Context: an optimization exercise on an open-source flow, tuned for a short achievable clock period and few clock cycles. The choices shown serve that exercise and are no tape-out recipe.
The RTL was checked by simulation tests, not by an equivalence proof against the original design.

==> inputs of try-yarrow <==
// mipsPipeline
module mipsPipeline (
	input  logic DCACHE_stall,
	input  logic rst_n,
	output logic icacheRen,
	output logic [mipsPkg::addrWidth-1:0] icacheAddr,
	input  logic [mipsPkg::dataWidth-1:0] icacheRdata,
	input  logic icacheStall,
	output logic dcacheRen,
	output logic dcacheWen,
	output logic [mipsPkg::addrWidth-1:0] dcacheAddr,
	output logic [mipsPkg::dataWidth-1:0] dcacheWdata,
	input  logic [mipsPkg::dataWidth-1:0] dcacheRdata,
	input  logic dcacheHold
);
	logic stall;
	logic [addrWidth-1:0] pc;		 
	logic dValid;				 
	logic [dataWidth-1:0] ir;
	logic [addrWidth-1:0] dPcp1;
	logic [addrWidth-immWidth-1:0] dHiInc, dHiDec;	 
	logic [regCount-1:0] dRsSel, dRtSel;	 
	logic [regCount-1:0] dRsSelHi, dRtSelHi;	 
	logic exRegWr, exLoad, exStore, exBeq;	 
	logic [regAddrWidth-1:0] exDest;
	logic [dataWidth-1:0] exT, exG, exSt;	 
	logic exSub, exSlt;
	logic [dataWidth-1:0] aluOut;			 
	logic [2:0] exSel;			 
	logic [addrWidth-1:0] exTarget;
	logic mRegWr, mLoad, mStore;		 
	logic [regAddrWidth-1:0] mDest;
	logic [dataWidth-1:0] mRes, mSt;
	logic wWr;				 
	logic [regAddrWidth-1:0] wDest;
	logic [dataWidth-1:0] wVal;
  ...
export LEC_CHECK = 0
export ABC_CLOCK_PERIOD_IN_PS = 2500
export CAP_MARGIN = 20
export CORE_MARGIN = 2
export CORE_UTILIZATION = 40
export PLACE_DENSITY = 0.6
export SETUP_SLACK_MARGIN = 5
export SLEW_MARGIN = 20
create_clock -name core_clock -period 8.0 [get_ports {DCACHE_stall}]
run.sh (not shown) runs the stock make flow with config.mk's settings and CLKGATE_MAP_FILE= SYNTH_SCRIPT=/design/flow/synth_recipe.tcl, a recipe that flattens the netlist after the stock synthesis.
==> try-xenon (differences from try-yarrow) <==
--- a/flow/design.v
+++ b/flow/design.v
@@ -44,36 +44,33 @@
 import mipsPkg::*;
 module regFile (
 	input  logic DCACHE_stall,
 	input  logic rst_n,
 	input  logic [mipsPkg::regCount-1:0] rsSel,
 	input  logic [mipsPkg::regCount-1:0] rtSel,
-	input  logic [mipsPkg::regCount-1:0] rsSelHi,	 
-	input  logic [mipsPkg::regCount-1:0] rtSelHi,
-	input  logic [mipsPkg::regCount-1:0] wbWe,	 
+	input  logic wbWrite,
+	input  logic [mipsPkg::regAddrWidth-1:0] wbIdx,
 	input  logic [mipsPkg::dataWidth-1:0] wbData,
 	output logic [mipsPkg::dataWidth-1:0] rsData,
 	output logic [mipsPkg::dataWidth-1:0] rtData
 );
 	logic [dataWidth-1:0] regs [regCount];
 	always_ff @(posedge DCACHE_stall or negedge rst_n) begin
 		if (!rst_n) begin
 			for (int i = 0; i < regCount; i++)
 				regs[i] <= '0;
-		end else begin
-			for (int i = 1; i < regCount; i++)
-				if (wbWe[i])
-					regs[i] <= wbData;
+		end else if (wbWrite && wbIdx != '0) begin
+			regs[wbIdx] <= wbData;
 		end
 	end
 	always_comb begin
 		rsData = '0;
 		rtData = '0;
 		for (int i = 1; i < regCount; i++) begin
-			rsData = rsData | (regs[i] & {{(dataWidth/2){rsSelHi[i]}}, {(dataWidth/2){rsSel[i]}}});
-			rtData = rtData | (regs[i] & {{(dataWidth/2){rtSelHi[i]}}, {(dataWidth/2){rtSel[i]}}});
+			rsData = rsData | (regs[i] & {dataWidth{rsSel[i]}});
+			rtData = rtData | (regs[i] & {dataWidth{rtSel[i]}});
 		end
 	end
 endmodule
 import mipsPkg::*;
 module mipsPipeline (
 	input  logic DCACHE_stall,
@@ -93,13 +90,12 @@
 	logic [addrWidth-1:0] pc;		 
 	logic dValid;				 
 	logic [dataWidth-1:0] ir;
 	logic [addrWidth-1:0] dPcp1;
 	logic [addrWidth-immWidth-1:0] dHiInc, dHiDec;	 
 	logic [regCount-1:0] dRsSel, dRtSel;	 
-	logic [regCount-1:0] dRsSelHi, dRtSelHi;	 
 	logic exRegWr, exLoad, exStore, exBeq;	 
 	logic [regAddrWidth-1:0] exDest;
 	logic [dataWidth-1:0] exT, exG, exSt;	 
 	logic exSub, exSlt;
 	logic [dataWidth-1:0] aluOut;			 
 	logic [2:0] exSel;			 
@@ -157,20 +153,16 @@
 		end
 	end
 	always_ff @(posedge DCACHE_stall or negedge rst_n) begin
 		if (!rst_n) begin
 			dRsSel <= '0;
 			dRtSel <= '0;
-			dRsSelHi <= '1;	 
-			dRtSelHi <= '1;
 		end else if (!stall && !luStall) begin
 			for (int i = 0; i < regCount; i++) begin
 				dRsSel[i] <= icacheRdata[25:21] == 5'(i);
 				dRtSel[i] <= icacheRdata[20:16] == 5'(i);
-				dRsSelHi[i] <= icacheRdata[25:21] == 5'(i);
-				dRtSelHi[i] <= icacheRdata[20:16] == 5'(i);
 			end
 		end
 	end
 	logic [5:0] op, fn;
 	logic [regAddrWidth-1:0] rs, rt, rd;
 	logic isAlu, isImm, isLw, isSw, isBeq;
@@ -223,38 +215,27 @@
 	assign useImm = isImm || isLw || isSw;
 	assign useRs = isAlu || isImm || isLw || isSw || isBeq;
 	assign useRt = isAlu || isSw || isBeq;
 	assign immVal = zextImm ? {16'd0, ir[15:0]} : {{16{ir[15]}}, ir[15:0]};
 	regFile uRegFile (
 		.DCACHE_stall(DCACHE_stall), .rst_n(rst_n), .rsSel(dRsSel), .rtSel(dRtSel),
-		.rsSelHi(dRsSelHi), .rtSelHi(dRtSelHi),
-		.wbWe(wWe), .wbData(wVal),
+		.wbWrite(wWr), .wbIdx(wDest), .wbData(wVal),
 		.rsData(rfRs), .rtData(rfRt)
 	);
 	function automatic logic [dataWidth-1:0] bypass(input logic [regAddrWidth-1:0] idx,
 			input logic [dataWidth-1:0] rf, input logic mWr, input logic [regAddrWidth-1:0] mD,
 			input logic mLd, input logic [dataWidth-1:0] mR, input logic [dataWidth-1:0] ld,
 			input logic wW, input logic [regAddrWidth-1:0] wD, input logic [dataWidth-1:0] wV);
 		logic [dataWidth-1:0] early;
 		early = mWr && mD == idx ? (mLd ? ld : mR) : wV;
 		bypass = (mWr && mD == idx) || (wW && wD == idx) ? early : rf;
 	endfunction
 	assign rsVal = bypass(rs, rfRs, mRegWr, mDest, mLoad, mRes, dcacheRdata, wWr, wDest, wVal);
 	assign rtVal = bypass(rt, rfRt, mRegWr, mDest, mLoad, mRes, dcacheRdata, wWr, wDest, wVal);
-	logic eHitRsReg, eHitRtReg;
-	always_ff @(posedge DCACHE_stall or negedge rst_n) begin
-		if (!rst_n) begin
-			eHitRsReg <= 1'b0;
-			eHitRtReg <= 1'b0;
-		end else if (!stall) begin
-			eHitRsReg <= !taken && !luStall && regWrDec && icacheRdata[25:21] == destDec;
-			eHitRtReg <= !taken && !luStall && regWrDec && icacheRdata[20:16] == destDec;
-		end
-	end
-	assign eHitRs = eHitRsReg;
-	assign eHitRt = eHitRtReg;
+	assign eHitRs = exRegWr && exDest == rs;
+	assign eHitRt = exRegWr && exDest == rt;
 	logic luStallReg, fUseRs, fUseRt, fHitNext;
 	logic [5:0] fOp, fFn;
 	assign fOp = icacheRdata[31:26];
 	assign fFn = icacheRdata[5:0];
 	always_comb begin
 		fUseRs = 1'b0;
@@ -407,22 +388,17 @@
 		oWdata <= stall ? mSt : exSt;
 	end
 	assign dcacheRen = oRen;
 	assign dcacheWen = oWen;
 	assign dcacheAddr = oAddr;
 	assign dcacheWdata = oWdata;
-	logic [regCount-1:0] wWe;	 
 	always_ff @(posedge DCACHE_stall or negedge rst_n) begin
-		if (!rst_n) begin
+		if (!rst_n)
 			wWr <= 1'b0;
-			wWe <= '0;
-		end else begin
+		else
 			wWr <= mRegWr && !stall;
-			for (int i = 0; i < regCount; i++)
-				wWe[i] <= mRegWr && !stall && mDest == 5'(i) && i != 0;
-		end
 	end
 	always_ff @(posedge DCACHE_stall) begin
 		wDest <= mDest;
 		wVal <= mLoad ? dcacheRdata : mRes;
 	end
 endmodule
==> comparison <==
- In try-xenon the sequential share of layout area is lower than in try-yarrow, by 2.5 points.
- In try-xenon the die area is lower than in try-yarrow, by 3.2%.
- In try-xenon the clock skew is higher than in try-yarrow, by 16 ps.
- Between try-xenon and try-yarrow, the lower synthesized area is in try-xenon (gap about 3%, measured against try-yarrow).
- Worst setup slack: try-xenon is better than try-yarrow (67 ps).
- Between try-yarrow and try-xenon, the lower cell count is in try-xenon (gap about 0.8%, measured against try-xenon).
Testbench counts of try-yarrow, summed over its fixed seeds: cycles 38,508.
Testbench counts of try-xenon, summed over its fixed seeds: cycles 38,508.

static timing again, ports no longer ideal:
The results above use ideal ports. As a check the final layouts listed here were re-extracted and re-timed, cells and wires unchanged.
Step 1 (the two cells are an assumption about what drives the block):
set clk [get_ports {DCACHE_stall}]
set_driving_cell -lib_cell sky130_fd_sc_hd__clkbuf_16 $clk
set_driving_cell -lib_cell sky130_fd_sc_hd__buf_2 [delete_from_list [all_inputs] $clk]
Step 2 adds t to the input delays and takes it off the output delays; t is the mean of the earliest and latest rising clock arrival at the registers after step 1. Input paths then give back, and output paths get back, about the clock's delay inside the block.
Slacks: ideal ports / drivers / drivers and shift; pairs: ideal ports / drivers.
run	t, ns	slack for setup (ns)	pins driven straight from the clock port
try-yarrow	0.926	4.690 / 4.690 / 4.051	1
try-xenon	0.946	4.757 / 4.757 / 4.148	1
After both steps setup and hold are still met in every run listed. For try-yarrow, which loses most, drivers alone change the setup slack by 0.000 ns; drivers and shift together by -0.639 ns.
